This is an optimization exercise on Yosys and OpenROAD, whose aim is small area, a short achievable clock period and few clock cycles per item, not a production implementation.
Where RTL was checked, it was by simulation tests only, not by an equivalence proof against the original.
Function not checked in run 1: the RTL went through the layout flow alone.

==> flow/design.v (outline; a module is shown in full before it is edited, if it fits) <==
// module interval_running_statistics: 2738 lines
module interval_running_statistics
#(
    parameter int COUNT_BITS = irs_pkg::COUNT_BITS_DEF,
    parameter int HIST_BINS  = irs_pkg::HIST_BINS_DEF
)
(
    input  logic                  clk,
    input  logic                  rst_n,
    input  logic                  in_valid,
    output logic                  in_ready,
    input  logic [irs_pkg::IN_W-1:0]       interval,
    output logic                  out_valid,
    input  logic                  out_ready,
    output logic [1:0]            status,
    output logic [COUNT_BITS-1:0] sample_count,
    output logic [irs_pkg::IN_W-1:0]       least,
    output logic [irs_pkg::IN_W-1:0]       greatest,
    output logic [irs_pkg::IN_W-1:0]       mean,
    output logic [irs_pkg::DEV_W-1:0]      deviation,
    output logic [3:0]            mode_bin,
    output logic                  mode_valid
);
  // ...
==> flow/run.sh <==
#!/bin/bash
# synth_recipe.tcl (not shown) runs the flow's synth.tcl, then flattens the netlist and writes it again
# the make line also repeats each setting of config.mk as NAME=value (left out here)
make -C /OpenROAD-flow-scripts/flow DESIGN_CONFIG=/design/flow/config.mk WORK_HOME=/design/flow/orfs CLKGATE_MAP_FILE= SYNTH_SCRIPT=/design/flow/synth_recipe.tcl finish
==> flow/config.mk <==
export PLATFORM = sky130hd
export DESIGN_NAME = interval_running_statistics
export DESIGN_NICKNAME = interval_running_statistics
export VERILOG_FILES = /design/flow/design.v
export SDC_FILE = /design/flow/constraint.sdc
export NUM_CORES = 4
export LEC_CHECK = 0
export CAP_MARGIN = 20
export CORE_MARGIN = 2
export CORE_UTILIZATION = 40
export SETUP_SLACK_MARGIN = 4.4
export SLEW_MARGIN = 20
==> flow/constraint.sdc <==
create_clock -name core_clock -period 7.5 [get_ports {clk}]
set_input_delay 1.5000 -clock core_clock [delete_from_list [all_inputs] [get_ports {clk}]]
set_output_delay 1.5000 -clock core_clock [all_outputs]
set_load 0.01 [all_outputs]
==> results by group, run 1 <==
Layout
  – Fin nets: 25,540
  – Signal buf overhead: 4.14%
  – Fin area: 271,000 µm²
  – Register area: 107,000 µm²
  – Biggest Area Class: multi-input gates

Place
  – Cell area after placement: 235,000 µm²
  – Placed cells: 28,733
  – RD Place Congestion: 0.896

Clock tree
  – Num CTS Buffers: between 500 and 600
  – Hold Buf Count CTS: 0
  – H-tree depth: 6
  – Post-CTS Setup Bufs: 603
  – Worst-skew pair later-pin latency: 1.07 ns

Worst setup path
  – Reg-to-Reg End: o_mode[1]
  – Buf/Inv on CP: 2
  – Critical path startpoint: best_r[3]
  – Crit path depth: 13

Logic synthesis
  – Multiplexer area fraction after synthesis: between 3 and 4%
  – Largest family of logic cells by synthesized area: adder cells
  – Synth Area in XOR/XNOR: 5.93%

Flow run
  – Max_cap viols: 0

Run status
  – Outcome: finished clean

Timing
  – Fin Hold WS: around 0.27 ns

Drt
  – DRC viols: 0
  – TritonRoute pass-1 iters: 7
==> inputs of run 2 (changes only) <==
--- a/flow/design.v
+++ b/flow/design.v
@@ -2237,398 +2237,399 @@
         sb_rd <= rad_c[43:0];
     end
     logic q0_v;
     logic [22:0] q0_x;
     logic [0:0] q0_u;
     logic [0:0] q0_h;
     logic [0:0] q0_a;
     logic [22:0] q0_m;
-    logic [1:0] q0_rt;
-    logic [2:0] q0_rr;
-    logic [39:0] q0_rd;
-    logic [4:0] q0_r16;
-    logic [5:0] q0_t1, q0_t2, q0_t3;
-    logic [2:0] q0_rn;
-    logic [1:0] q0_dg;
-    assign q0_r16 = {1'b0, sb_rd[43:40]};
-    assign q0_t1 = {1'b0, q0_r16} - 6'd1;
-    assign q0_t2 = {1'b0, q0_r16} - 6'd4;
-    assign q0_t3 = {1'b0, q0_r16} - 6'd9;
-    always_comb begin
-        if (!q0_t3[5]) begin q0_rn = q0_t3[2:0]; q0_dg = 2'd3; end
-        else if (!q0_t2[5]) begin q0_rn = q0_t2[2:0]; q0_dg = 2'd2; end
-        else if (!q0_t1[5]) begin q0_rn = q0_t1[2:0]; q0_dg = 2'd1; end
-        else begin q0_rn = q0_r16[2:0]; q0_dg = 2'd0; end
+    logic [3:0] q0_rt;
+    logic [4:0] q0_rr;
+    logic [35:0] q0_rd;
+    logic [4:0] q0_0_r16;
+    logic [5:0] q0_0_t1, q0_0_t2, q0_0_t3;
+    logic [2:0] q0_0_rn;
+    logic [1:0] q0_0_dg;
+    logic [1:0] q0_0_rt;
+    assign q0_0_r16 = {1'b0, sb_rd[43:40]};
+    assign q0_0_t1 = {1'b0, q0_0_r16} - 6'd1;
+    assign q0_0_t2 = {1'b0, q0_0_r16} - 6'd4;
+    assign q0_0_t3 = {1'b0, q0_0_r16} - 6'd9;
+    always_comb begin
+        if (!q0_0_t3[5]) begin q0_0_rn = q0_0_t3[2:0]; q0_0_dg = 2'd3; end
+        else if (!q0_0_t2[5]) begin q0_0_rn = q0_0_t2[2:0]; q0_0_dg = 2'd2; end
+        else if (!q0_0_t1[5]) begin q0_0_rn = q0_0_t1[2:0]; q0_0_dg = 2'd1; end
+        else begin q0_0_rn = q0_0_r16[2:0]; q0_0_dg = 2'd0; end
+    end
+    assign q0_0_rt = q0_0_dg;
+    logic [6:0] q0_1_r16;
+    logic [7:0] q0_1_t1, q0_1_t2, q0_1_t3;
+    logic [4:0] q0_1_rn;
+    logic [1:0] q0_1_dg;
+    logic [3:0] q0_1_rt;
+    assign q0_1_r16 = {q0_0_rn, sb_rd[39:36]};
+    assign q0_1_t1 = {1'b0, q0_1_r16} - {3'b000, q0_0_rt, 3'b001};
+    assign q0_1_t2 = {1'b0, q0_1_r16} - {2'b00, q0_0_rt, 4'b0100};
+    assign q0_1_t3 = {1'b0, q0_1_r16} - {1'b0, q0_0_rt, 4'b1000} - {2'b00, q0_0_rt, 3'b001};
+    always_comb begin
+        if (!q0_1_t3[7]) begin q0_1_rn = q0_1_t3[4:0]; q0_1_dg = 2'd3; end
+        else if (!q0_1_t2[7]) begin q0_1_rn = q0_1_t2[4:0]; q0_1_dg = 2'd2; end
+        else if (!q0_1_t1[7]) begin q0_1_rn = q0_1_t1[4:0]; q0_1_dg = 2'd1; end
+        else begin q0_1_rn = q0_1_r16[4:0]; q0_1_dg = 2'd0; end
     end
+    assign q0_1_rt = {q0_0_rt, q0_1_dg};
     always_ff @(posedge clk or negedge rst_n)
         if (!rst_n) q0_v <= 1'b0; else q0_v <= sb_v;
     always_ff @(posedge clk) begin
         q0_x <= sb_x;
         q0_u <= sb_u;
         q0_h <= sb_h;
         q0_a <= sb_a;
         q0_m <= sb_m;
-        q0_rt <= q0_dg;
-        q0_rr <= q0_rn;
-        q0_rd <= sb_rd[39:0];
+        q0_rt <= q0_1_rt;
+        q0_rr <= q0_1_rn;
+        q0_rd <= sb_rd[35:0];
     end
     logic q1_v;
     logic [22:0] q1_x;
     logic [0:0] q1_u;
     logic [0:0] q1_h;
     logic [0:0] q1_a;
     logic [22:0] q1_m;
-    logic [3:0] q1_rt;
-    logic [4:0] q1_rr;
-    logic [35:0] q1_rd;
-    logic [6:0] q1_r16;
-    logic [7:0] q1_t1, q1_t2, q1_t3;
-    logic [4:0] q1_rn;
-    logic [1:0] q1_dg;
-    assign q1_r16 = {q0_rr, q0_rd[39:36]};
-    assign q1_t1 = {1'b0, q1_r16} - {3'b000, q0_rt, 3'b001};
-    assign q1_t2 = {1'b0, q1_r16} - {2'b00, q0_rt, 4'b0100};
-    assign q1_t3 = {1'b0, q1_r16} - {1'b0, q0_rt, 4'b1000} - {2'b00, q0_rt, 3'b001};
-    always_comb begin
-        if (!q1_t3[7]) begin q1_rn = q1_t3[4:0]; q1_dg = 2'd3; end
-        else if (!q1_t2[7]) begin q1_rn = q1_t2[4:0]; q1_dg = 2'd2; end
-        else if (!q1_t1[7]) begin q1_rn = q1_t1[4:0]; q1_dg = 2'd1; end
-        else begin q1_rn = q1_r16[4:0]; q1_dg = 2'd0; end
+    logic [5:0] q1_rt;
+    logic [6:0] q1_rr;
+    logic [31:0] q1_rd;
+    logic [8:0] q1_0_r16;
+    logic [9:0] q1_0_t1, q1_0_t2, q1_0_t3;
+    logic [6:0] q1_0_rn;
+    logic [1:0] q1_0_dg;
+    logic [5:0] q1_0_rt;
+    assign q1_0_r16 = {q0_rr, q0_rd[35:32]};
+    assign q1_0_t1 = {1'b0, q1_0_r16} - {3'b000, q0_rt, 3'b001};
+    assign q1_0_t2 = {1'b0, q1_0_r16} - {2'b00, q0_rt, 4'b0100};
+    assign q1_0_t3 = {1'b0, q1_0_r16} - {1'b0, q0_rt, 4'b1000} - {2'b00, q0_rt, 3'b001};
+    always_comb begin
+        if (!q1_0_t3[9]) begin q1_0_rn = q1_0_t3[6:0]; q1_0_dg = 2'd3; end
+        else if (!q1_0_t2[9]) begin q1_0_rn = q1_0_t2[6:0]; q1_0_dg = 2'd2; end
+        else if (!q1_0_t1[9]) begin q1_0_rn = q1_0_t1[6:0]; q1_0_dg = 2'd1; end
+        else begin q1_0_rn = q1_0_r16[6:0]; q1_0_dg = 2'd0; end
     end
+    assign q1_0_rt = {q0_rt, q1_0_dg};
     always_ff @(posedge clk or negedge rst_n)
         if (!rst_n) q1_v <= 1'b0; else q1_v <= q0_v;
     always_ff @(posedge clk) begin
         q1_x <= q0_x;
         q1_u <= q0_u;
         q1_h <= q0_h;
         q1_a <= q0_a;
         q1_m <= q0_m;
-        q1_rt <= {q0_rt, q1_dg};
-        q1_rr <= q1_rn;
-        q1_rd <= q0_rd[35:0];
+        q1_rt <= q1_0_rt;
+        q1_rr <= q1_0_rn;
+        q1_rd <= q0_rd[31:0];
     end
     logic q2_v;
     logic [22:0] q2_x;
     logic [0:0] q2_u;
     logic [0:0] q2_h;
     logic [0:0] q2_a;
     logic [22:0] q2_m;
-    logic [5:0] q2_rt;
-    logic [6:0] q2_rr;
-    logic [31:0] q2_rd;
-    logic [8:0] q2_r16;
-    logic [9:0] q2_t1, q2_t2, q2_t3;
-    logic [6:0] q2_rn;
-    logic [1:0] q2_dg;
-    assign q2_r16 = {q1_rr, q1_rd[35:32]};
-    assign q2_t1 = {1'b0, q2_r16} - {3'b000, q1_rt, 3'b001};
-    assign q2_t2 = {1'b0, q2_r16} - {2'b00, q1_rt, 4'b0100};
-    assign q2_t3 = {1'b0, q2_r16} - {1'b0, q1_rt, 4'b1000} - {2'b00, q1_rt, 3'b001};
-    always_comb begin
-        if (!q2_t3[9]) begin q2_rn = q2_t3[6:0]; q2_dg = 2'd3; end
-        else if (!q2_t2[9]) begin q2_rn = q2_t2[6:0]; q2_dg = 2'd2; end
-        else if (!q2_t1[9]) begin q2_rn = q2_t1[6:0]; q2_dg = 2'd1; end
-        else begin q2_rn = q2_r16[6:0]; q2_dg = 2'd0; end
+    logic [7:0] q2_rt;
+    logic [8:0] q2_rr;
+    logic [27:0] q2_rd;
+    logic [10:0] q2_0_r16;
+    logic [11:0] q2_0_t1, q2_0_t2, q2_0_t3;
+    logic [8:0] q2_0_rn;
+    logic [1:0] q2_0_dg;
+    logic [7:0] q2_0_rt;
+    assign q2_0_r16 = {q1_rr, q1_rd[31:28]};
+    assign q2_0_t1 = {1'b0, q2_0_r16} - {3'b000, q1_rt, 3'b001};
+    assign q2_0_t2 = {1'b0, q2_0_r16} - {2'b00, q1_rt, 4'b0100};
+    assign q2_0_t3 = {1'b0, q2_0_r16} - {1'b0, q1_rt, 4'b1000} - {2'b00, q1_rt, 3'b001};
+    always_comb begin
+        if (!q2_0_t3[11]) begin q2_0_rn = q2_0_t3[8:0]; q2_0_dg = 2'd3; end
+        else if (!q2_0_t2[11]) begin q2_0_rn = q2_0_t2[8:0]; q2_0_dg = 2'd2; end
+        else if (!q2_0_t1[11]) begin q2_0_rn = q2_0_t1[8:0]; q2_0_dg = 2'd1; end
+        else begin q2_0_rn = q2_0_r16[8:0]; q2_0_dg = 2'd0; end
     end
+    assign q2_0_rt = {q1_rt, q2_0_dg};
     always_ff @(posedge clk or negedge rst_n)
         if (!rst_n) q2_v <= 1'b0; else q2_v <= q1_v;
     always_ff @(posedge clk) begin
         q2_x <= q1_x;
         q2_u <= q1_u;
         q2_h <= q1_h;
         q2_a <= q1_a;
         q2_m <= q1_m;
-        q2_rt <= {q1_rt, q2_dg};
-        q2_rr <= q2_rn;
-        q2_rd <= q1_rd[31:0];
+        q2_rt <= q2_0_rt;
+        q2_rr <= q2_0_rn;
+        q2_rd <= q1_rd[27:0];
     end
     logic q3_v;
     logic [22:0] q3_x;
     logic [0:0] q3_u;
     logic [0:0] q3_h;
     logic [0:0] q3_a;
     logic [22:0] q3_m;
-    logic [7:0] q3_rt;
-    logic [8:0] q3_rr;
-    logic [27:0] q3_rd;
-    logic [10:0] q3_r16;
-    logic [11:0] q3_t1, q3_t2, q3_t3;
-    logic [8:0] q3_rn;
-    logic [1:0] q3_dg;
-    assign q3_r16 = {q2_rr, q2_rd[31:28]};
-    assign q3_t1 = {1'b0, q3_r16} - {3'b000, q2_rt, 3'b001};
-    assign q3_t2 = {1'b0, q3_r16} - {2'b00, q2_rt, 4'b0100};
-    assign q3_t3 = {1'b0, q3_r16} - {1'b0, q2_rt, 4'b1000} - {2'b00, q2_rt, 3'b001};
-    always_comb begin
-        if (!q3_t3[11]) begin q3_rn = q3_t3[8:0]; q3_dg = 2'd3; end
-        else if (!q3_t2[11]) begin q3_rn = q3_t2[8:0]; q3_dg = 2'd2; end
-        else if (!q3_t1[11]) begin q3_rn = q3_t1[8:0]; q3_dg = 2'd1; end
-        else begin q3_rn = q3_r16[8:0]; q3_dg = 2'd0; end
+    logic [9:0] q3_rt;
+    logic [10:0] q3_rr;
+    logic [23:0] q3_rd;
+    logic [12:0] q3_0_r16;
+    logic [13:0] q3_0_t1, q3_0_t2, q3_0_t3;
+    logic [10:0] q3_0_rn;
+    logic [1:0] q3_0_dg;
+    logic [9:0] q3_0_rt;
+    assign q3_0_r16 = {q2_rr, q2_rd[27:24]};
+    assign q3_0_t1 = {1'b0, q3_0_r16} - {3'b000, q2_rt, 3'b001};
+    assign q3_0_t2 = {1'b0, q3_0_r16} - {2'b00, q2_rt, 4'b0100};
+    assign q3_0_t3 = {1'b0, q3_0_r16} - {1'b0, q2_rt, 4'b1000} - {2'b00, q2_rt, 3'b001};
+    always_comb begin
+        if (!q3_0_t3[13]) begin q3_0_rn = q3_0_t3[10:0]; q3_0_dg = 2'd3; end
+        else if (!q3_0_t2[13]) begin q3_0_rn = q3_0_t2[10:0]; q3_0_dg = 2'd2; end
+        else if (!q3_0_t1[13]) begin q3_0_rn = q3_0_t1[10:0]; q3_0_dg = 2'd1; end
+        else begin q3_0_rn = q3_0_r16[10:0]; q3_0_dg = 2'd0; end
     end
+    assign q3_0_rt = {q2_rt, q3_0_dg};
     always_ff @(posedge clk or negedge rst_n)
         if (!rst_n) q3_v <= 1'b0; else q3_v <= q2_v;
     always_ff @(posedge clk) begin
         q3_x <= q2_x;
         q3_u <= q2_u;
         q3_h <= q2_h;
         q3_a <= q2_a;
         q3_m <= q2_m;
-        q3_rt <= {q2_rt, q3_dg};
-        q3_rr <= q3_rn;
-        q3_rd <= q2_rd[27:0];
+        q3_rt <= q3_0_rt;
+        q3_rr <= q3_0_rn;
+        q3_rd <= q2_rd[23:0];
     end
     logic q4_v;
     logic [22:0] q4_x;
     logic [0:0] q4_u;
     logic [0:0] q4_h;
     logic [0:0] q4_a;
     logic [22:0] q4_m;
-    logic [9:0] q4_rt;
-    logic [10:0] q4_rr;
-    logic [23:0] q4_rd;
-    logic [12:0] q4_r16;
-    logic [13:0] q4_t1, q4_t2, q4_t3;
-    logic [10:0] q4_rn;
-    logic [1:0] q4_dg;
-    assign q4_r16 = {q3_rr, q3_rd[27:24]};
-    assign q4_t1 = {1'b0, q4_r16} - {3'b000, q3_rt, 3'b001};
-    assign q4_t2 = {1'b0, q4_r16} - {2'b00, q3_rt, 4'b0100};
-    assign q4_t3 = {1'b0, q4_r16} - {1'b0, q3_rt, 4'b1000} - {2'b00, q3_rt, 3'b001};
-    always_comb begin
-        if (!q4_t3[13]) begin q4_rn = q4_t3[10:0]; q4_dg = 2'd3; end
-        else if (!q4_t2[13]) begin q4_rn = q4_t2[10:0]; q4_dg = 2'd2; end
-        else if (!q4_t1[13]) begin q4_rn = q4_t1[10:0]; q4_dg = 2'd1; end
-        else begin q4_rn = q4_r16[10:0]; q4_dg = 2'd0; end
+    logic [11:0] q4_rt;
+    logic [12:0] q4_rr;
+    logic [19:0] q4_rd;
+    logic [14:0] q4_0_r16;
+    logic [15:0] q4_0_t1, q4_0_t2, q4_0_t3;
+    logic [12:0] q4_0_rn;
+    logic [1:0] q4_0_dg;
+    logic [11:0] q4_0_rt;
+    assign q4_0_r16 = {q3_rr, q3_rd[23:20]};
+    assign q4_0_t1 = {1'b0, q4_0_r16} - {3'b000, q3_rt, 3'b001};
+    assign q4_0_t2 = {1'b0, q4_0_r16} - {2'b00, q3_rt, 4'b0100};
+    assign q4_0_t3 = {1'b0, q4_0_r16} - {1'b0, q3_rt, 4'b1000} - {2'b00, q3_rt, 3'b001};
+    always_comb begin
+        if (!q4_0_t3[15]) begin q4_0_rn = q4_0_t3[12:0]; q4_0_dg = 2'd3; end
+        else if (!q4_0_t2[15]) begin q4_0_rn = q4_0_t2[12:0]; q4_0_dg = 2'd2; end
+        else if (!q4_0_t1[15]) begin q4_0_rn = q4_0_t1[12:0]; q4_0_dg = 2'd1; end
+        else begin q4_0_rn = q4_0_r16[12:0]; q4_0_dg = 2'd0; end
     end
+    assign q4_0_rt = {q3_rt, q4_0_dg};
     always_ff @(posedge clk or negedge rst_n)
         if (!rst_n) q4_v <= 1'b0; else q4_v <= q3_v;
     always_ff @(posedge clk) begin
         q4_x <= q3_x;
         q4_u <= q3_u;
         q4_h <= q3_h;
         q4_a <= q3_a;
         q4_m <= q3_m;
-        q4_rt <= {q3_rt, q4_dg};
-        q4_rr <= q4_rn;
-        q4_rd <= q3_rd[23:0];
+        q4_rt <= q4_0_rt;
+        q4_rr <= q4_0_rn;
+        q4_rd <= q3_rd[19:0];
     end
     logic q5_v;
     logic [22:0] q5_x;
     logic [0:0] q5_u;
     logic [0:0] q5_h;
     logic [0:0] q5_a;
     logic [22:0] q5_m;
-    logic [11:0] q5_rt;
-    logic [12:0] q5_rr;
-    logic [19:0] q5_rd;
-    logic [14:0] q5_r16;
-    logic [15:0] q5_t1, q5_t2, q5_t3;
-    logic [12:0] q5_rn;
-    logic [1:0] q5_dg;
-    assign q5_r16 = {q4_rr, q4_rd[23:20]};
-    assign q5_t1 = {1'b0, q5_r16} - {3'b000, q4_rt, 3'b001};
-    assign q5_t2 = {1'b0, q5_r16} - {2'b00, q4_rt, 4'b0100};
-    assign q5_t3 = {1'b0, q5_r16} - {1'b0, q4_rt, 4'b1000} - {2'b00, q4_rt, 3'b001};
-    always_comb begin
-        if (!q5_t3[15]) begin q5_rn = q5_t3[12:0]; q5_dg = 2'd3; end
-        else if (!q5_t2[15]) begin q5_rn = q5_t2[12:0]; q5_dg = 2'd2; end
-        else if (!q5_t1[15]) begin q5_rn = q5_t1[12:0]; q5_dg = 2'd1; end
-        else begin q5_rn = q5_r16[12:0]; q5_dg = 2'd0; end
+    logic [13:0] q5_rt;
+    logic [14:0] q5_rr;
+    logic [15:0] q5_rd;
+    logic [16:0] q5_0_r16;
+    logic [17:0] q5_0_t1, q5_0_t2, q5_0_t3;
+    logic [14:0] q5_0_rn;
+    logic [1:0] q5_0_dg;
+    logic [13:0] q5_0_rt;
+    assign q5_0_r16 = {q4_rr, q4_rd[19:16]};
+    assign q5_0_t1 = {1'b0, q5_0_r16} - {3'b000, q4_rt, 3'b001};
+    assign q5_0_t2 = {1'b0, q5_0_r16} - {2'b00, q4_rt, 4'b0100};
+    assign q5_0_t3 = {1'b0, q5_0_r16} - {1'b0, q4_rt, 4'b1000} - {2'b00, q4_rt, 3'b001};
+    always_comb begin
+        if (!q5_0_t3[17]) begin q5_0_rn = q5_0_t3[14:0]; q5_0_dg = 2'd3; end
+        else if (!q5_0_t2[17]) begin q5_0_rn = q5_0_t2[14:0]; q5_0_dg = 2'd2; end
+        else if (!q5_0_t1[17]) begin q5_0_rn = q5_0_t1[14:0]; q5_0_dg = 2'd1; end
+        else begin q5_0_rn = q5_0_r16[14:0]; q5_0_dg = 2'd0; end
     end
+    assign q5_0_rt = {q4_rt, q5_0_dg};
     always_ff @(posedge clk or negedge rst_n)
         if (!rst_n) q5_v <= 1'b0; else q5_v <= q4_v;
     always_ff @(posedge clk) begin
         q5_x <= q4_x;
         q5_u <= q4_u;
         q5_h <= q4_h;
         q5_a <= q4_a;
         q5_m <= q4_m;
-        q5_rt <= {q4_rt, q5_dg};
-        q5_rr <= q5_rn;
-        q5_rd <= q4_rd[19:0];
+        q5_rt <= q5_0_rt;
+        q5_rr <= q5_0_rn;
+        q5_rd <= q4_rd[15:0];
     end
     logic q6_v;
     logic [22:0] q6_x;
     logic [0:0] q6_u;
     logic [0:0] q6_h;
     logic [0:0] q6_a;
     logic [22:0] q6_m;
-    logic [13:0] q6_rt;
-    logic [14:0] q6_rr;
-    logic [15:0] q6_rd;
-    logic [16:0] q6_r16;
-    logic [17:0] q6_t1, q6_t2, q6_t3;
-    logic [14:0] q6_rn;
-    logic [1:0] q6_dg;
-    assign q6_r16 = {q5_rr, q5_rd[19:16]};
-    assign q6_t1 = {1'b0, q6_r16} - {3'b000, q5_rt, 3'b001};
-    assign q6_t2 = {1'b0, q6_r16} - {2'b00, q5_rt, 4'b0100};
-    assign q6_t3 = {1'b0, q6_r16} - {1'b0, q5_rt, 4'b1000} - {2'b00, q5_rt, 3'b001};
-    always_comb begin
-        if (!q6_t3[17]) begin q6_rn = q6_t3[14:0]; q6_dg = 2'd3; end
-        else if (!q6_t2[17]) begin q6_rn = q6_t2[14:0]; q6_dg = 2'd2; end
-        else if (!q6_t1[17]) begin q6_rn = q6_t1[14:0]; q6_dg = 2'd1; end
-        else begin q6_rn = q6_r16[14:0]; q6_dg = 2'd0; end
+    logic [15:0] q6_rt;
+    logic [16:0] q6_rr;
+    logic [11:0] q6_rd;
+    logic [18:0] q6_0_r16;
+    logic [19:0] q6_0_t1, q6_0_t2, q6_0_t3;
+    logic [16:0] q6_0_rn;
+    logic [1:0] q6_0_dg;
+    logic [15:0] q6_0_rt;
+    assign q6_0_r16 = {q5_rr, q5_rd[15:12]};
+    assign q6_0_t1 = {1'b0, q6_0_r16} - {3'b000, q5_rt, 3'b001};
+    assign q6_0_t2 = {1'b0, q6_0_r16} - {2'b00, q5_rt, 4'b0100};
+    assign q6_0_t3 = {1'b0, q6_0_r16} - {1'b0, q5_rt, 4'b1000} - {2'b00, q5_rt, 3'b001};
+    always_comb begin
+        if (!q6_0_t3[19]) begin q6_0_rn = q6_0_t3[16:0]; q6_0_dg = 2'd3; end
+        else if (!q6_0_t2[19]) begin q6_0_rn = q6_0_t2[16:0]; q6_0_dg = 2'd2; end
+        else if (!q6_0_t1[19]) begin q6_0_rn = q6_0_t1[16:0]; q6_0_dg = 2'd1; end
+        else begin q6_0_rn = q6_0_r16[16:0]; q6_0_dg = 2'd0; end
     end
+    assign q6_0_rt = {q5_rt, q6_0_dg};
     always_ff @(posedge clk or negedge rst_n)
         if (!rst_n) q6_v <= 1'b0; else q6_v <= q5_v;
     always_ff @(posedge clk) begin
         q6_x <= q5_x;
         q6_u <= q5_u;
         q6_h <= q5_h;
         q6_a <= q5_a;
         q6_m <= q5_m;
-        q6_rt <= {q5_rt, q6_dg};
-        q6_rr <= q6_rn;
-        q6_rd <= q5_rd[15:0];
+        q6_rt <= q6_0_rt;
+        q6_rr <= q6_0_rn;
+        q6_rd <= q5_rd[11:0];
     end
     logic q7_v;
     logic [22:0] q7_x;
     logic [0:0] q7_u;
     logic [0:0] q7_h;
     logic [0:0] q7_a;
     logic [22:0] q7_m;
-    logic [15:0] q7_rt;
-    logic [16:0] q7_rr;
-    logic [11:0] q7_rd;
-    logic [18:0] q7_r16;
-    logic [19:0] q7_t1, q7_t2, q7_t3;
-    logic [16:0] q7_rn;
-    logic [1:0] q7_dg;
-    assign q7_r16 = {q6_rr, q6_rd[15:12]};
-    assign q7_t1 = {1'b0, q7_r16} - {3'b000, q6_rt, 3'b001};
-    assign q7_t2 = {1'b0, q7_r16} - {2'b00, q6_rt, 4'b0100};
-    assign q7_t3 = {1'b0, q7_r16} - {1'b0, q6_rt, 4'b1000} - {2'b00, q6_rt, 3'b001};
-    always_comb begin
-        if (!q7_t3[19]) begin q7_rn = q7_t3[16:0]; q7_dg = 2'd3; end
-        else if (!q7_t2[19]) begin q7_rn = q7_t2[16:0]; q7_dg = 2'd2; end
-        else if (!q7_t1[19]) begin q7_rn = q7_t1[16:0]; q7_dg = 2'd1; end
-        else begin q7_rn = q7_r16[16:0]; q7_dg = 2'd0; end
+    logic [17:0] q7_rt;
+    logic [18:0] q7_rr;
+    logic [7:0] q7_rd;
+    logic [20:0] q7_0_r16;
+    logic [21:0] q7_0_t1, q7_0_t2, q7_0_t3;
+    logic [18:0] q7_0_rn;
+    logic [1:0] q7_0_dg;
+    logic [17:0] q7_0_rt;
+    assign q7_0_r16 = {q6_rr, q6_rd[11:8]};
+    assign q7_0_t1 = {1'b0, q7_0_r16} - {3'b000, q6_rt, 3'b001};
+    assign q7_0_t2 = {1'b0, q7_0_r16} - {2'b00, q6_rt, 4'b0100};
+    assign q7_0_t3 = {1'b0, q7_0_r16} - {1'b0, q6_rt, 4'b1000} - {2'b00, q6_rt, 3'b001};
+    always_comb begin
+        if (!q7_0_t3[21]) begin q7_0_rn = q7_0_t3[18:0]; q7_0_dg = 2'd3; end
+        else if (!q7_0_t2[21]) begin q7_0_rn = q7_0_t2[18:0]; q7_0_dg = 2'd2; end
+        else if (!q7_0_t1[21]) begin q7_0_rn = q7_0_t1[18:0]; q7_0_dg = 2'd1; end
+        else begin q7_0_rn = q7_0_r16[18:0]; q7_0_dg = 2'd0; end
     end
+    assign q7_0_rt = {q6_rt, q7_0_dg};
     always_ff @(posedge clk or negedge rst_n)
         if (!rst_n) q7_v <= 1'b0; else q7_v <= q6_v;
     always_ff @(posedge clk) begin
         q7_x <= q6_x;
         q7_u <= q6_u;
         q7_h <= q6_h;
         q7_a <= q6_a;
         q7_m <= q6_m;
-        q7_rt <= {q6_rt, q7_dg};
-        q7_rr <= q7_rn;
-        q7_rd <= q6_rd[11:0];
+        q7_rt <= q7_0_rt;
+        q7_rr <= q7_0_rn;
+        q7_rd <= q6_rd[7:0];
     end
     logic q8_v;
     logic [22:0] q8_x;
     logic [0:0] q8_u;
     logic [0:0] q8_h;
     logic [0:0] q8_a;
     logic [22:0] q8_m;
-    logic [17:0] q8_rt;
-    logic [18:0] q8_rr;
-    logic [7:0] q8_rd;
-    logic [20:0] q8_r16;
-    logic [21:0] q8_t1, q8_t2, q8_t3;
-    logic [18:0] q8_rn;
-    logic [1:0] q8_dg;
-    assign q8_r16 = {q7_rr, q7_rd[11:8]};
-    assign q8_t1 = {1'b0, q8_r16} - {3'b000, q7_rt, 3'b001};
-    assign q8_t2 = {1'b0, q8_r16} - {2'b00, q7_rt, 4'b0100};
-    assign q8_t3 = {1'b0, q8_r16} - {1'b0, q7_rt, 4'b1000} - {2'b00, q7_rt, 3'b001};
-    always_comb begin
-        if (!q8_t3[21]) begin q8_rn = q8_t3[18:0]; q8_dg = 2'd3; end
-        else if (!q8_t2[21]) begin q8_rn = q8_t2[18:0]; q8_dg = 2'd2; end
-        else if (!q8_t1[21]) begin q8_rn = q8_t1[18:0]; q8_dg = 2'd1; end
-        else begin q8_rn = q8_r16[18:0]; q8_dg = 2'd0; end
+    logic [19:0] q8_rt;
+    logic [20:0] q8_rr;
+    logic [3:0] q8_rd;
+    logic [3:0] q8_bi;
+    logic [22:0] q8_0_r16;
+    logic [23:0] q8_0_t1, q8_0_t2, q8_0_t3;
+    logic [20:0] q8_0_rn;
+    logic [1:0] q8_0_dg;
+    logic [19:0] q8_0_rt;
+    assign q8_0_r16 = {q7_rr, q7_rd[7:4]};
+    assign q8_0_t1 = {1'b0, q8_0_r16} - {3'b000, q7_rt, 3'b001};
+    assign q8_0_t2 = {1'b0, q8_0_r16} - {2'b00, q7_rt, 4'b0100};
+    assign q8_0_t3 = {1'b0, q8_0_r16} - {1'b0, q7_rt, 4'b1000} - {2'b00, q7_rt, 3'b001};
+    always_comb begin
+        if (!q8_0_t3[23]) begin q8_0_rn = q8_0_t3[20:0]; q8_0_dg = 2'd3; end
+        else if (!q8_0_t2[23]) begin q8_0_rn = q8_0_t2[20:0]; q8_0_dg = 2'd2; end
+        else if (!q8_0_t1[23]) begin q8_0_rn = q8_0_t1[20:0]; q8_0_dg = 2'd1; end
+        else begin q8_0_rn = q8_0_r16[20:0]; q8_0_dg = 2'd0; end
     end
+    assign q8_0_rt = {q7_rt, q8_0_dg};
     always_ff @(posedge clk or negedge rst_n)
         if (!rst_n) q8_v <= 1'b0; else q8_v <= q7_v;
     always_ff @(posedge clk) begin
         q8_x <= q7_x;
         q8_u <= q7_u;
         q8_h <= q7_h;
         q8_a <= q7_a;
         q8_m <= q7_m;
-        q8_rt <= {q7_rt, q8_dg};
-        q8_rr <= q8_rn;
-        q8_rd <= q7_rd[7:0];
+        q8_rt <= q8_0_rt;
+        q8_rr <= q8_0_rn;
+        q8_rd <= q7_rd[3:0];
+        q8_bi <= bidx_c;
     end
     logic q9_v;
     logic [22:0] q9_x;
     logic [0:0] q9_u;
     logic [0:0] q9_h;
     logic [0:0] q9_a;
     logic [22:0] q9_m;
-    logic [19:0] q9_rt;
-    logic [20:0] q9_rr;
-    logic [3:0] q9_rd;
+    logic [21:0] q9_rt;
     logic [3:0] q9_bi;
-    logic [22:0] q9_r16;
-    logic [23:0] q9_t1, q9_t2, q9_t3;
-    logic [20:0] q9_rn;
-    logic [1:0] q9_dg;
-    assign q9_r16 = {q8_rr, q8_rd[7:4]};
-    assign q9_t1 = {1'b0, q9_r16} - {3'b000, q8_rt, 3'b001};
-    assign q9_t2 = {1'b0, q9_r16} - {2'b00, q8_rt, 4'b0100};
-    assign q9_t3 = {1'b0, q9_r16} - {1'b0, q8_rt, 4'b1000} - {2'b00, q8_rt, 3'b001};
-    always_comb begin
-        if (!q9_t3[23]) begin q9_rn = q9_t3[20:0]; q9_dg = 2'd3; end
-        else if (!q9_t2[23]) begin q9_rn = q9_t2[20:0]; q9_dg = 2'd2; end
-        else if (!q9_t1[23]) begin q9_rn = q9_t1[20:0]; q9_dg = 2'd1; end
-        else begin q9_rn = q9_r16[20:0]; q9_dg = 2'd0; end
+    logic [24:0] q9_0_r16;
+    logic [25:0] q9_0_t1, q9_0_t2, q9_0_t3;
+    logic [22:0] q9_0_rn;
+    logic [1:0] q9_0_dg;
+    logic [21:0] q9_0_rt;
+    assign q9_0_r16 = {q8_rr, q8_rd[3:0]};
+    assign q9_0_t1 = {1'b0, q9_0_r16} - {3'b000, q8_rt, 3'b001};
+    assign q9_0_t2 = {1'b0, q9_0_r16} - {2'b00, q8_rt, 4'b0100};
+    assign q9_0_t3 = {1'b0, q9_0_r16} - {1'b0, q8_rt, 4'b1000} - {2'b00, q8_rt, 3'b001};
+    always_comb begin
+        if (!q9_0_t3[25]) begin q9_0_rn = q9_0_t3[22:0]; q9_0_dg = 2'd3; end
+        else if (!q9_0_t2[25]) begin q9_0_rn = q9_0_t2[22:0]; q9_0_dg = 2'd2; end
+        else if (!q9_0_t1[25]) begin q9_0_rn = q9_0_t1[22:0]; q9_0_dg = 2'd1; end
+        else begin q9_0_rn = q9_0_r16[22:0]; q9_0_dg = 2'd0; end
     end
+    assign q9_0_rt = {q8_rt, q9_0_dg};
     always_ff @(posedge clk or negedge rst_n)
         if (!rst_n) q9_v <= 1'b0; else q9_v <= q8_v;
     always_ff @(posedge clk) begin
         q9_x <= q8_x;
         q9_u <= q8_u;
         q9_h <= q8_h;
         q9_a <= q8_a;
         q9_m <= q8_m;
-        q9_rt <= {q8_rt, q9_dg};
-        q9_rr <= q9_rn;
-        q9_rd <= q8_rd[3:0];
-        q9_bi <= bidx_c;
-    end
-    logic q10_v;
-    logic [22:0] q10_x;
-    logic [0:0] q10_u;
-    logic [0:0] q10_h;
-    logic [0:0] q10_a;
-    logic [22:0] q10_m;
-    logic [21:0] q10_rt;
-    logic [3:0] q10_bi;
-    logic [24:0] q10_r16;
-    logic [25:0] q10_t1, q10_t2, q10_t3;
-    logic [22:0] q10_rn;
-    logic [1:0] q10_dg;
-    assign q10_r16 = {q9_rr, q9_rd[3:0]};
-    assign q10_t1 = {1'b0, q10_r16} - {3'b000, q9_rt, 3'b001};
-    assign q10_t2 = {1'b0, q10_r16} - {2'b00, q9_rt, 4'b0100};
-    assign q10_t3 = {1'b0, q10_r16} - {1'b0, q9_rt, 4'b1000} - {2'b00, q9_rt, 3'b001};
-    always_comb begin
-        if (!q10_t3[25]) begin q10_rn = q10_t3[22:0]; q10_dg = 2'd3; end
-        else if (!q10_t2[25]) begin q10_rn = q10_t2[22:0]; q10_dg = 2'd2; end
-        else if (!q10_t1[25]) begin q10_rn = q10_t1[22:0]; q10_dg = 2'd1; end
-        else begin q10_rn = q10_r16[22:0]; q10_dg = 2'd0; end
-    end
-    always_ff @(posedge clk or negedge rst_n)
-        if (!rst_n) q10_v <= 1'b0; else q10_v <= q9_v;
-    always_ff @(posedge clk) begin
-        q10_x <= q9_x;
-        q10_u <= q9_u;
-        q10_h <= q9_h;
-        q10_a <= q9_a;
-        q10_m <= q9_m;
-        q10_rt <= {q9_rt, q10_dg};
-        q10_bi <= q9_bi;
+        q9_rt <= q9_0_rt;
+        q9_bi <= q8_bi;
     end
     logic [3:0] bidx_c;
     logic [22:0] bx;
-    assign bx = q8_x;
+    assign bx = q7_x;
     always_comb begin
         if      (bx < 23'd75)   bidx_c = 4'd0;
         else if (bx < 23'd150)  bidx_c = 4'd1;
         else if (bx < 23'd250)  bidx_c = 4'd2;
         else if (bx < 23'd350)  bidx_c = 4'd3;
         else if (bx < 23'd450)  bidx_c = 4'd4;
         else if (bx < 23'd650)  bidx_c = 4'd5;
         else if (bx < 23'd900)  bidx_c = 4'd6;
@@ -2643,106 +2644,107 @@
     logic [21:0] o_dev, r_dev;
     logic [3:0]  o_mode;
     logic        o_mv;
     logic [11:0] n_back;
     logic [22:0] min_r, max_r;
     logic [11:0] bins_r [10];
     logic [11:0] best_r;
     logic [3:0]  mode_r;
-    assign e_x = q10_x;
-    assign e_a = q10_a;
+    assign e_x = q9_x;
+    assign e_a = q9_a;
     logic act_normal, commit, o_free, o_load;
-    assign act_normal = (md == MD_NORMAL) || (md == MD_REDO && q10_h);
-    assign commit     = q10_v && act_normal && !r_v;
-    assign inj        = q10_v && !(act_normal && !r_v);
-    assign inj_u      = act_normal ? 1'b1 : !q10_u;
-    assign inj_h      = act_normal ? 1'b1 : q10_h;
+    assign act_normal = (md == MD_NORMAL) || (md == MD_REDO && q9_h);
+    assign commit     = q9_v && act_normal && !r_v;
+    assign inj        = q9_v && !(act_normal && !r_v);
+    assign inj_u      = act_normal ? 1'b1 : !q9_u;
+    assign inj_h      = act_normal ? 1'b1 : q9_h;
     always_comb begin
         md_next = md;
-        if (q10_v) begin
+        if (q9_v) begin
             if (act_normal) md_next = r_v ? MD_UNDO : MD_NORMAL;
-            else if (md == MD_UNDO && q10_h) md_next = MD_REDO;
+            else if (md == MD_UNDO && q9_h) md_next = MD_REDO;
         end
     end
     logic        no_stats;
-    assign no_stats = (n_back == 12'd0) && !q10_a;
+    assign no_stats = (n_back == 12'd0) && !q9_a;
     logic upd_min, upd_max, upd_best, upd_mode;
     logic [9:0] upd_bin;
     logic [11:0] best_inc;
     assign best_inc = best_r + 1'b1;
-    assign upd_min  = q10_a && (n_back == 12'd0 || q10_x < min_r);
-    assign upd_max  = q10_a && (q10_x > max_r);
+    assign upd_min  = q9_a && (n_back == 12'd0 || q9_x < min_r);
+    assign upd_max  = q9_a && (q9_x > max_r);
     logic [9:0] cmp_eq, cmp_m1;
     logic [11:0] best_m1;
-    assign best_m1 = best_r - 1'b1;
     always_comb for (int i = 0; i < 10; i++) begin
         cmp_eq[i] = (bins_r[i] == best_r);
         cmp_m1[i] = (bins_r[i] == best_m1);
     end
     logic [9:0] bsel;
-    always_comb for (int i = 0; i < 10; i++) bsel[i] = (q10_bi == 4'(i));
+    always_comb for (int i = 0; i < 10; i++) bsel[i] = (q9_bi == 4'(i));
     logic hit_eq, hit_m1;
     assign hit_eq = |(bsel & cmp_eq);
     assign hit_m1 = |(bsel & cmp_m1);
-    assign upd_best = q10_a && hit_eq;
-    assign upd_mode = q10_a && (hit_eq || (hit_m1 && q10_bi < mode_r));
-    assign upd_bin = bsel & {10{q10_a}};
+    assign upd_best = q9_a && hit_eq;
+    assign upd_mode = q9_a && (hit_eq || (hit_m1 && q9_bi < mode_r));
+    assign upd_bin = bsel & {10{q9_a}};
     logic [1:0]  c_status;
     logic [11:0] c_count;
     logic [22:0] c_least, c_greatest, c_mean;
     logic [21:0] c_dev;
     logic [3:0]  c_mode;
-    assign c_status   = (q10_x >= INTERVAL_LIMIT) ? ST_RANGE : (q10_a ? ST_OK : ST_SATURATED);
-    assign c_count    = n_back + {11'd0, q10_a};
-    assign c_least    = upd_min ? q10_x : min_r;
-    assign c_greatest = upd_max ? q10_x : max_r;
-    assign c_mean     = no_stats ? '0 : q10_m;
-    assign c_dev      = no_stats ? '0 : q10_rt;
-    assign c_mode     = upd_mode ? q10_bi : mode_r;
+    assign c_status   = (q9_x >= INTERVAL_LIMIT) ? ST_RANGE : (q9_a ? ST_OK : ST_SATURATED);
+    assign c_count    = n_back + {11'd0, q9_a};
+    assign c_least    = upd_min ? q9_x : min_r;
+    assign c_greatest = upd_max ? q9_x : max_r;
+    assign c_mean     = no_stats ? '0 : q9_m;
+    assign c_dev      = no_stats ? '0 : q9_rt;
+    assign c_mode     = upd_mode ? q9_bi : mode_r;
     assign o_free = !out_valid_r || out_ready;
     assign o_load = o_free && (r_v || commit);
     always_ff @(posedge clk or negedge rst_n)
         if (!rst_n) begin
             md <= MD_NORMAL;
             out_valid_r <= 1'b0;
             r_v <= 1'b0;
             n_back <= '0;
             min_r <= '0;
             max_r <= '0;
             best_r <= '0;
+            best_m1 <= 12'hfff;
             mode_r <= '0;
             for (int i = 0; i < 10; i++) bins_r[i] <= '0;
         end else begin
             md <= md_next;
             out_valid_r <= o_load || (out_valid_r && !out_ready);
             r_v <= !o_free && (r_v || commit);
-            if (commit && q10_a) n_back <= c_count;
-            if (commit && upd_min) min_r <= q10_x;
-            if (commit && upd_max) max_r <= q10_x;
+            if (commit && q9_a) n_back <= c_count;
+            if (commit && upd_min) min_r <= q9_x;
+            if (commit && upd_max) max_r <= q9_x;
             for (int i = 0; i < 10; i++)
                 if (commit && upd_bin[i]) bins_r[i] <= bins_r[i] + 1'b1;
             if (commit && upd_best) best_r <= best_inc;
-            if (commit && upd_mode) mode_r <= q10_bi;
+            if (commit && upd_best) best_m1 <= best_r;
+            if (commit && upd_mode) mode_r <= q9_bi;
         end
     always_ff @(posedge clk) begin
         if (commit) begin
             r_status <= c_status;
             r_mean   <= c_mean;
             r_dev    <= c_dev;
         end
         if (o_load) begin
             if (r_v) begin
                 o_status <= r_status; o_count <= n_back; o_least <= min_r;
                 o_greatest <= max_r; o_mean <= r_mean; o_dev <= r_dev;
                 o_mode <= mode_r; o_mv <= (best_r != 12'd0);
             end else begin
                 o_status <= c_status; o_count <= c_count; o_least <= c_least;
                 o_greatest <= c_greatest; o_mean <= c_mean; o_dev <= c_dev;
-                o_mode <= c_mode; o_mv <= (best_r != 12'd0) || q10_a;
+                o_mode <= c_mode; o_mv <= (best_r != 12'd0) || q9_a;
             end
         end
     end
     assign out_valid    = out_valid_r;
     assign status       = o_status;
     assign sample_count = o_count;
     assign least        = o_least;
     assign greatest     = o_greatest;
==> flow/config.mk (replaced) <==
export PLATFORM = sky130hd
export DESIGN_NAME = interval_running_statistics
export DESIGN_NICKNAME = interval_running_statistics
export VERILOG_FILES = /design/flow/design.v
export SDC_FILE = /design/flow/constraint.sdc
export NUM_CORES = 4
export LEC_CHECK = 0
export CAP_MARGIN = 20
export CORE_MARGIN = 2
export CORE_UTILIZATION = 40
export CTS_BUF_LIST = sky130_fd_sc_hd__clkbuf_4 sky130_fd_sc_hd__clkbuf_8
export SETUP_SLACK_MARGIN = 4.1
export SLEW_MARGIN = 20
==> results by group, run 2 <==
Logic synthesis
  – Post-synth ARST share: 7.30%
  – Post-synth top flop: dfxtp_1
  – Synth Cell Area: around 220,000 µm²
  – Number of synthesized flops with an enable pin: between 150 and 200
  – Synth cell types: 113
  – Top-count cell post-synth: dfxtp_1
  – Synth top area share: 40.6%
  – Yosys top cell by area: dfxtp_1
  – Syn Area/Cell: 10.5 µm²
  – Most area-consuming cells after synthesis: dfxtp_1, ha_1, fa_1, xnor2_1, dfrtp_1
  – Synth Net Count: approximately 24,000
  – Cells after synthesis: 21,141
  – Flops & latches, synth: around 5,100
  – Synth top cells by count: dfxtp_1, ha_1, inv_1
  – Ys Warns: 2
  – Register area share after synthesis: a little under half

Worst setup path
  – Slowest stage delay, CP: between 0.5 and 0.6 ns
  – Startpoint types: flip-flop
  – Crit-path slowest cell: fa_1
  – Arrival time worst endpoint: roughly 4.5 ns
  – CP Max Fanout: 8
  – WP data required: 8.56 ns
  – Buf/Inv on CP: 2 (unchanged)
  – Crit-path cells: inv_4 > fa_1 > ha_4 > nor3_4 > a2111oi_4 > o31a_1 > o21ai_1 > nand2b_1 > a41o_1 > o31a_1 > o22ai_4 > buf_12 > and2_4 > a21oi_2 > xnor2_1
  – Top cell by count, worst path: o31a_1
  – CP Capture Type: flip-flop
  – CP top delay family: compound AO/OA/AOI/OAI gates
  – R2R Setup Slk: 4.05 ns
  – Critical path class: flip-flop to flip-flop

Timing
  – RSZ-0062 raised after global routing: true
  – Period utilization: 45.9%
  – Final Setup Violations: 0
  – Post-route minimum period: 3.45 ns
  – Worst Skew: 0.0762 ns
  – Worst slew margin: 31.0%
  – Fin. Hold Viols: 0
  – Final TNS setup: 0 ns
  – Final slew viol count: 0
  – Worst Tran Pin Value: 1.01 ns
  – Max frequency: between 200 and 300 MHz

Clock tree
  – Clock transition at the registers of the reported paths: ~0.06 ns
  – H-tree depth: 6 (unchanged)
  – Clk buf depth: 4
  – Hold Buf Count CTS: 0 (unchanged)
  – Worst-skew pair later-pin latency: 1.23 ns (+0.16 ns)
  – Num CTS Buffers: 779 (+45%)
  – Clk root buf: clkbuf_8
  – CTS tree: built
  – Clk sinks: 5,054

Floorplan
  – Die span in y: between 700 and 800 µm
  – Die Area: 562,000 µm²
  – Top Ports: about 140
  – Core area: approximately 550,000 µm²
  – Row Count: 273
  – Die W: about 750 µm
  – Initial Utilization: 40.2%

Drt
  – Routed length per instance: ~17 µm
  – ANT nets after route: 0
  – Vias: 148,889
  – DRT iter0 DRCs: 7,725
  – DRC viols: 0 (unchanged)
  – Final WL: 512,000 µm
  – Drt via density: 4.95
  – TritonRoute pass-1 iters: 6 (-1)

Layout
  – Final design utilization: 46.3%
  – Top Registers: bins_r (120), q_acc (58), sn_sq (46)
  – Biggest register: bins_r
  – Share of cells above drive strength 1: 13.5%
  – Fin nets: 24,769 (-3.0%)
  – Largest register FFs: 120
  – Area growth syn-to-layout: 15.3%
  – Most frequent cells in the layout: dfxtp_1, ha_1, inv_1
  – Most common cell after layout, fill and taps aside: dfxtp_1

GRT
  – Antenna violations before repair: 18
  – Vias in the first global route: 148,133
  – GRT Total Usage: 17.4%
  – First-pass GRT wire length: roughly 800,000 µm
  – Grt ovf: 0
  – Largest net degree at the start of global routing: 187

Place
  – Detailed Place HPWL: about 370,000 µm
  – Number of port buffers: 138
  – RD Place Congestion: 0.849 (-5.3%)

Min path
  – HP Class: input pin to async pin

Run status
  – Outcome: finished clean

Flow run
  – Max_cap viols: 0 (unchanged)
[run 2: cells by family (layout without fill, tap and decap cells)]
kind of cell               count (synthesis)  in the layout  synth area share, %
xor gates and xnor gates                1630           1630                 6.42
muxes                                    638            638                 3.02
other                                      0             16                    0
and+or+nand+nor                         4734           4735                 10.6
AOI/OAI and AO/OA                       4242           4245                 12.4
buffers and inverters                   2219           3828                 3.82
DFF                                     5054           5054                 47.2
adders and majority gates               2624           2624                 16.7
[run 2: final timing paths]
check / start / to / depth (start not counted)
setup / recovery: q5_rt[1] / q6_rr[2] / 15
hold / removal: rst_n / max_r[14] / 1
setup reg to reg: q5_rt[1] / q6_rr[2] / 15
hold reg to reg: q8_x[21] / q9_x[21] / 0
max in group asynchronous: rst_n / best_r[1] / 2
min in group core_clock: q8_x[21] / q9_x[21] / 0
[run 2: stage by stage]
| step | hold WS, ns | instance area [µm²] | cells | worst slack [ns] |
|---|---|---|---|---|
| 2_1_floorplan | 0.310 | 222000 | 21141 | 3.80 |
| 3_3_place_gp | 0.310 | 232000 | 28235 | 3.32 |
| 3_5_place_dp | 0.312 | 232000 | 28235 | 3.31 |
| 4_1_cts | 0.145 | 251000 | 29727 | 3.90 |
| 5_1_grt | 0.216 | 256000 | 30053 | 3.92 |
| 6_report | 0.250 | 256000 | 30057 | 4.05 |
[run 2: what timing repair did]
item                                    CTS  global route
endpoints found under the setup margin  685           700
resized for setup                       794           676
pin swaps                                74           225
cloned                                   13            39
hold endpoints to repair                  0             0
buffers inserted                         62           274
[run 2: cell type report]
cell class                      instances  area, µm²
Sequential cell                      5054     105000
Inverter                             1727       6510
Antenna cell                           16       40.0
Timing Repair Buffer                  684       6260
Tap cell                             7287       9120
Fill cell                           51560     297000
Clock buffer                         1171      14700
Clock inverter                        246       2970
Multi-Input combinational cell      13872     112000
[run 2: layer usage]
metal  GRT usage, %  vias to the layer above  wire [µm]
met3           2.20                      846      19500
met1           22.9                    70732     236000
met4           5.32                        8      14500
li1               -                    74737          -
met5              0                        -         46
met2           29.8                     2566     242000
Testbench counts of run 2, summed over its fixed seeds: cycles 1,912, items 1,600.
==> inputs of run 3 (changes only) <==
--- a/flow/config.mk
+++ b/flow/config.mk
@@ -11,3 +11,3 @@
 export CTS_BUF_LIST = sky130_fd_sc_hd__clkbuf_4 sky130_fd_sc_hd__clkbuf_8
-export SETUP_SLACK_MARGIN = 4.1
+export SETUP_SLACK_MARGIN = 3.8
 export SLEW_MARGIN = 20
==> results by group, run 3 <==
Place
  – Detailed Place HPWL: 375,000 µm (+0.21%)
  – RD Place Congestion: 0.864 (+1.7%)
  – Cell area after placement: 232,000 µm² (about the same)
  – Placed cells: 28,232 (-0.011%)
  – Number of port buffers: 138 (unchanged)
  – Pre-CTS WS: 3.14 ns (-0.172 ns)

Timing
  – Final slew viol count: 0 (unchanged)
  – Period utilization: 48.7% (+2.7 points)
  – Worst slew margin: 20.9% (-10 points)
  – Final TNS setup: 0 ns (unchanged)
  – Worst Skew: 0.121 ns (+0.0447 ns)
  – Worst Tran Pin Value: 1.18 ns (+0.171 ns)
  – Fin. Hold Viols: 0 (unchanged)
  – Max frequency: 274 MHz (-5.6%)
  – Post-route minimum period: 3.65 ns (+0.205 ns)
  – Final Setup Violations: 0 (unchanged)
  – RSZ-0062 raised after global routing: true
  – Setup WS post-layout: 3.85 ns (-0.205 ns)
  – Fin Hold WS: 0.247 ns (-0.00265 ns)

Layout
  – Largest register FFs: 120 (unchanged)
  – Share of cells above drive strength 1: 10.0% (-3.4 points)
  – Fin nets: 24,421 (-1.4%)
  – Area growth syn-to-layout: 13.2%
  – Most common cell after layout, fill and taps aside: dfxtp_1
  – Biggest register: bins_r
  – Most frequent cells in the layout: dfxtp_1, ha_1, inv_1
  – Final design utilization: 45.5% (-0.84 points)
  – Cell Count, Final, Fillers Out: 29,725 (-1.1%)
  – Fin area: 252,000 µm² (-1.8%)
  – Top Registers: bins_r (120), q_acc (58), sn_sq (46)

Floorplan
  – Die W: 750 µm (unchanged)
  – Row Count: 273 (unchanged)
  – Die span in y: 750 µm (unchanged)
  – Initial Utilization: 40.2% (unchanged)
  – Die Area: 562,000 µm² (unchanged)
  – Top Ports: 139 (unchanged)
  – Core area: 553,000 µm² (unchanged)

Worst setup path
  – Reg-to-Reg End: q_acc[54]
  – Critical R2R Launch: sn_sq[56]
  – R2R depth: 15 (unchanged)
  – Critical path class: flip-flop to flip-flop
  – WP data required: 8.58 ns (+0.02 ns)
  – Slowest stage delay, CP: 0.51 ns (-0.06 ns)
  – Crit-path slowest cell: or4_1
  – R2R Setup Slk: 3.85 ns (-0.20 ns)
  – Arrival time worst endpoint: 4.73 ns (+0.22 ns)
  – Crit-path cells: clkinvlp_4 > fa_2 > inv_2 > fa_2 > a211oi_2 > o211ai_2 > a21oi_4 > o221ai_4 > a31oi_4 > o31ai_4 > a31oi_4 > or4_1 > nand2_1 > xnor2_1 > o21ai_1
  – Startpoint types: flip-flop
  – CP Max Fanout: 5 (-3)
  – CP Capture Type: flip-flop

Drt
  – TritonRoute pass-1 iters: 7 (+1)
  – DRT iter0 DRCs: 7,354 (-4.8%)
  – Final WL: 498,000 µm (-2.7%)
  – DRC viols: 0 (unchanged)
  – Routed length per instance: 16.8 µm (-1.6%)
  – Vias: 146,924 (-1.3%)
  – Drt via density: 4.94 (-0.22%)
  – ANT nets after route: 0 (unchanged)

GRT
  – First-pass GRT wire length: 794,000 µm (-0.91%)
  – Largest net degree at the start of global routing: 161 (-14%)
  – Grt ovf: 0 (unchanged)
  – Antenna violations before repair: 22 (+4)
  – GRT Total Usage: 17.2% (-0.16 points)
  – Vias in the first global route: 146,827 (-0.88%)

Logic synthesis
  – Synth top area share: 40.6% (unchanged)
  – Post-synth top flop: dfxtp_1
  – Syn Area/Cell: 10.5 µm² (unchanged)
  – Yosys top cell by area: dfxtp_1
  – Top-count cell post-synth: dfxtp_1
  – Synth cell types: 113 (unchanged)
  – Synth Cell Area: 222,000 µm² (unchanged)
  – Most area-consuming cells after synthesis: dfxtp_1, ha_1, fa_1, xnor2_1, dfrtp_1
  – Synth top cells by count: dfxtp_1, ha_1, inv_1
  – Post-synth ARST share: 7.30% (unchanged)
  – Number of synthesized flops with an enable pin: 180 (unchanged)
  – Ys Warns: 2 (unchanged)
  – Flops & latches, synth: 5,054 (unchanged)
  – Cells after synthesis: 21,141 (unchanged)
  – Synth Net Count: 23,792 (unchanged)
  – Register area share after synthesis: 47.2% (unchanged)

Clock tree
  – Clock transition at the registers of the reported paths: 0.07 ns (about the same)
  – Clk sinks: 5,054 (unchanged)
  – H-tree depth: 6 (unchanged)
  – Clk root buf: clkbuf_8
  – CTS tree: built
  – Num CTS Buffers: 783 (+0.51%)
  – Clk buf depth: 4 (unchanged)
  – Worst-skew pair later-pin latency: 1.30 ns (+0.07 ns)

Min path
  – Min-Delay Endpoint: d5_qd[26]
  – HP Class: flip-flop to flip-flop
  – Worst hold start: d4_qd[24]
  – Worst Hold Depth: 0

Flow run
  – Max_cap viols: 0 (unchanged)

Run status
  – Outcome: finished clean
[run 3: cell types whose count changed in the layout (fill, tap and decap cells not counted), sizes merged, moves of 3 or more]
cell / previous run / this run
dlygate4sd2: 0 / 106
clkbuf: 1192 / 1185
clkinv: 143 / 127
bufinv: 40 / 57
diode: 16 / 12
inv: 1766 / 1776
bufbuf: 8 / 0
buf: 628 / 195
clkdlybuf4s15: 2 / 5
[run 3: how the worst max path moves through the flow]
stage / depth (start not counted) / start / slack, ns / endpoint
2_1_floorplan: 2 / out_ready / 3.80 / o_count[0]
3_3_place_gp: 15 / sn_sq[56] / 3.13 / q_acc[54]
3_5_place_dp: 15 / sn_sq[56] / 3.14 / q_acc[54]
4_1_cts: 15 / sn_sq[56] / 3.72 / q_acc[54]
5_1_grt: 15 / sn_sq[56] / 3.72 / q_acc[54]
6_report: 15 / sn_sq[56] / 3.85 / q_acc[54]
[run 3: final cells by class]
class                   instances  area (µm²)
fillers                     51741      302000
flip-flops and latches       5054      105000
inverters                    1727        6490
clock buffers                1184       15000
repair buffers                333        2970
clock inverters               257        3350
multi-input cells           13871      110000
well taps                    7287        9120
diodes                         12        30.0
[run 3: what timing repair did]
action	CTS	global route
endpoints found under the hold margin	27	0
endpoints found under the setup margin	232	454
buffers inserted	6	29
hold buffers	1	0
pin swaps	4	31
gates resized for setup	166	161
gates cloned	1	3
[run 3: logic make-up (layout without fill, tap and decap cells)]
group / count (synthesis) / after routing / share of synthesized area, %
compound gates: 4242 / 4244 / 12.4
mux: 638 / 638 / 3.02
xor+xnor: 1630 / 1630 / 6.42
flops: 5054 / 5054 / 47.2
buf+inv: 2219 / 3501 / 3.82
other cells: 0 / 12 / 0
fa+ha+maj: 2624 / 2624 / 16.7
simple gates: 4734 / 4735 / 10.6
[run 3: worst max-delay path: cells and delay by family (launching register included)]
family | cells | cell delay, ns
AOI/OAI and AO/OA | 8 | 1.53
adders and majority gates | 2 | 0.61
and+or+nand+nor | 2 | 0.61
DFF | 1 | 0.38
buffers and inverters | 2 | 0.18
xor gates and xnor gates | 1 | 0.12
[run 3: metal layers]
layer | vias to the layer above | track usage (%) | part of all wire (%)
met1 | 69729 | 22.7 | 46
met3 | 766 | 2.24 | 3.6
met5 | - | 0 | 0.0084
met2 | 2380 | 29.7 | 48
li1 | 74043 | - | -
met4 | 6 | 4.59 | 2.4
==> inputs of run 4 (changes only) <==
--- a/flow/config.mk
+++ b/flow/config.mk
@@ -9,5 +9,5 @@
 export CORE_MARGIN = 2
-export CORE_UTILIZATION = 40
+export CORE_UTILIZATION = 55
 export CTS_BUF_LIST = sky130_fd_sc_hd__clkbuf_4 sky130_fd_sc_hd__clkbuf_8
-export SETUP_SLACK_MARGIN = 3.8
+export SETUP_SLACK_MARGIN = 4.1
 export SLEW_MARGIN = 20
==> results by group, run 4 <==
Layout
  – # fillers: 33,222 (-36%)
  – Largest register FFs: 120 (unchanged)
  – Area growth syn-to-layout: 14.6%
  – Top Registers: bins_r (120), q_acc (58), sn_sq (46)
  – Register area: 105,000 µm² (+0.18%)
  – Most common cell after layout, fill and taps aside: dfxtp_1
  – Share of cells above drive strength 1: 13.6% (+3.6 points)
  – Fin nets: 24,728 (+1.3%)
  – Area of the multi-input gates: 112,000 µm² (+2.0%)
  – Biggest register: bins_r
  – Cell Count, Final, Fillers Out: 28,161 (-5.3%)
  – Most frequent cells in the layout: dfxtp_1, ha_1, inv_1

Min path
  – HP Class: flip-flop to flip-flop
  – Worst Hold Depth: 0 (unchanged)
  – Min-Delay Endpoint: d5_qd[36]
  – Worst hold start: d4_qd[34]

Drt
  – DRT iter0 DRCs: 7,868 (+7.0%)
  – DRC viols: 0 (unchanged)
  – Final WL: 516,000 µm (+3.6%)
  – TritonRoute pass-1 iters: 5 (-2)
  – Vias: 148,926 (+1.4%)
  – Drt via density: 5.29 (+7.0%)
  – ANT nets after route: 0 (unchanged)
  – Routed length per instance: 18.3 µm (+9.4%)

Floorplan
  – Row Count: 233 (-15%)
  – Die Area: 409,000 µm² (-27%)
  – Top Ports: 139 (unchanged)
  – Die span in y: 640 µm (-15%)
  – Die W: 640 µm (-15%)
  – Initial Utilization: 55.2% (+15 points)
  – Core area: 403,000 µm² (-27%)

Place
  – RD Place Congestion: 0.868 (+0.46%)
  – Pre-CTS WS: 3.26 ns (+0.118 ns)
  – Number of port buffers: 138 (unchanged)
  – Detailed Place HPWL: 379,000 µm (+0.93%)
  – Placed cells: 26,343 (-6.7%)

Logic synthesis
  – Ys Warns: 2 (unchanged)
  – Syn Area/Cell: 10.5 µm² (unchanged)
  – Synth top area share: 40.6% (unchanged)
  – Most area-consuming cells after synthesis: dfxtp_1, ha_1, fa_1, xnor2_1, dfrtp_1
  – Synth top cells by count: dfxtp_1, ha_1, inv_1
  – Top-count cell post-synth: dfxtp_1
  – Post-synth ARST share: 7.30% (unchanged)
  – Post-synth top flop: dfxtp_1
  – Yosys top cell by area: dfxtp_1
  – Synth cell types: 113 (unchanged)
  – Simple logic cell fraction of the synthesized area: 10.6% (unchanged)
  – Flops & latches, synth: 5,054 (unchanged)
  – Compound-Gate Fraction of Synth Area: 12.4% (unchanged)
  – Number of synthesized flops with an enable pin: 180 (unchanged)
  – Synth Area in XOR/XNOR: 6.42% (unchanged)
  – Register area share after synthesis: 47.2% (unchanged)
  – Cells after synthesis: 21,141 (unchanged)
  – Multiplexer area fraction after synthesis: 3.02% (unchanged)
  – Synth Cell Area: 222,000 µm² (unchanged)
  – Synth Net Count: 23,792 (unchanged)
  – Post-synthesis adder-cell area fraction: 16.7% (unchanged)
  – Largest family of logic cells by synthesized area: adder cells

Clock tree
  – Clk buf depth: 4 (unchanged)
  – Clk root buf: clkbuf_8
  – H-tree depth: 6 (unchanged)
  – CTS tree: built
  – Num CTS Buffers: 787 (+0.51%)
  – Hold Buf Count CTS: 0 (-1)
  – Clock transition at the registers of the reported paths: 0.06 ns (about the same)
  – Worst-skew pair later-pin latency: 1.26 ns (-0.04 ns)
  – Clk sinks: 5,054 (unchanged)

Worst setup path
  – Startpoint types: flip-flop
  – Arrival time worst endpoint: 4.52 ns (-0.21 ns)
  – Critical path class: flip-flop to flip-flop
  – WP data required: 8.54 ns (-0.04 ns)
  – R2R Setup Slk: 4.02 ns (+0.17 ns)
  – CP Capture Type: flip-flop
  – Reg-to-Reg End: q_acc[46]
  – CP Max Fanout: 4 (-1)
  – R2R depth: 15 (unchanged)
  – Critical R2R Launch: q_acc[0]

Timing
  – Worst Skew: 0.0931 ns (-0.0277 ns)
  – Final TNS setup: 0 ns (unchanged)
  – Worst Tran Pin Value: 1.19 ns (+0.0139 ns)
  – Final Setup Violations: 0 (unchanged)
  – RSZ-0062 raised after global routing: true
  – Max frequency: 287 MHz (+4.9%)
  – Final slew viol count: 0 (unchanged)
  – Fin Hold WS: 0.273 ns (+0.0256 ns)
  – Post-route minimum period: 3.48 ns (-0.170 ns)
  – Period utilization: 46.4% (-2.3 points)
  – Setup WS post-layout: 4.02 ns (+0.170 ns)
  – Worst slew margin: 19.8% (-1.1 points)
  – Fin. Hold Viols: 0 (unchanged)

Run status
  – Outcome: finished clean

GRT
  – Grt ovf: 0 (unchanged)
  – GRT Total Usage: 24.4% (+7.2 points)
  – First-pass GRT wire length: 807,000 µm (+1.7%)
  – Antenna violations before repair: 13 (-41%)
  – Vias in the first global route: 146,379 (-0.31%)
  – Largest net degree at the start of global routing: 120 (-25%)

Flow run
  – Max_cap viols: 0 (unchanged)
==> run 4: layer usage <==
metal  GRT usage (%)  part of all wire (%)
met2            40.5                    46
met3            2.78                   3.8
met1            33.6                    47
met4            7.17                   2.7
met5               0                     0
==> run 4: worst max-delay path by stage <==
stage	start	end	slack, ns	depth (start not counted)
2_1_floorplan	out_ready	o_count[0]	3.80	2
3_3_place_gp	sn_sq[56]	q_acc[56]	3.22	15
3_5_place_dp	sn_sq[56]	q_acc[56]	3.26	15
4_1_cts	in_ready_r	in_ready	3.90	1
5_1_grt	q_acc[0]	q_acc[54]	3.85	15
6_report	q_acc[0]	q_acc[46]	4.02	15
==> run 4: critical path, stage by stage (launching register included) <==
cell and delay (ns):
dfrtp_1 0.39, inv_1 0.08, fa_2 0.22, inv_2 0.04
fa_2 0.36, a211oi_2 0.28, o211ai_2 0.14, a21oi_2 0.24
o221ai_4 0.16, a31oi_4 0.32, o31ai_4 0.16, a31oi_4 0.32
nor3_4 0.09, a31oi_2 0.21, xor2_1 0.20, o21ai_1 0.08
==> run 4: kinds of logic after synthesis <==
kind of cell,Yosys count
flops,5054
fa+ha+maj,2624
compound gates,4242
buf+inv,2219
simple gates,4734
xor+xnor,1630
mux,638
==> run 4: cell type report <==
cell class | count | area share [%]
Inverter | 1727 | 2.56
Tap cell | 5405 | 2.65
Sequential cell | 5054 | 41.3
Timing Repair Buffer | 631 | 2.21
Antenna cell | 10 | 0.00982
Clock buffer | 1224 | 6.06
Clock inverter | 234 | 1.27
Multi-Input combinational cell | 13876 | 44.0
==> run 4: stage by stage <==
stage | utilization, % | instance area, µm²
after floorplan | - | 222000
after global placement | 57.1 | 230000
after detailed placement | 57.1 | 230000
after CTS | 62.1 | 250000
after global routing | 63.3 | 255000
final | 63.3 | 255000
==> run 4: timing repair <==
item	in CTS	in global routing
pin swaps	52	227
gates cloned	11	40
buffers inserted	71	228
setup endpoints to repair	727	728
gates resized for setup	764	725

## separate check: timing with driven ports
Ports are ideal in the flow. The routed layouts listed here were re-timed in OpenROAD.
Step 1, drivers: a clkbuf_16 drives clk and a buf_2 each remaining input, both assumed.
Step 2 also shifts input and output timing later by t, the mid clock arrival at the registers, as if the neighbouring blocks saw the same clock.
Slacks: ideal / step 1 / step 2; pairs: ideal / step 1.
run | t (ns) | setup slack, ns | worst register clock-pin slew, ns
run 1 | 1.159 | 3.927 / 3.927 / 3.927 | 0.07 / 0.07
run 2 | 1.317 | 4.055 / 3.983 / 3.922 | 0.08 / 0.08
run 3 | 1.337 | 3.850 / 3.850 / 3.850 | 0.08 / 0.08
run 4 | 1.319 | 4.020 / 3.969 / 4.020 | 0.08 / 0.08
After both steps every run listed still meets setup and hold. For run 2, which loses most, drivers alone change the setup slack by -0.072 ns; drivers and shift together by -0.133 ns.
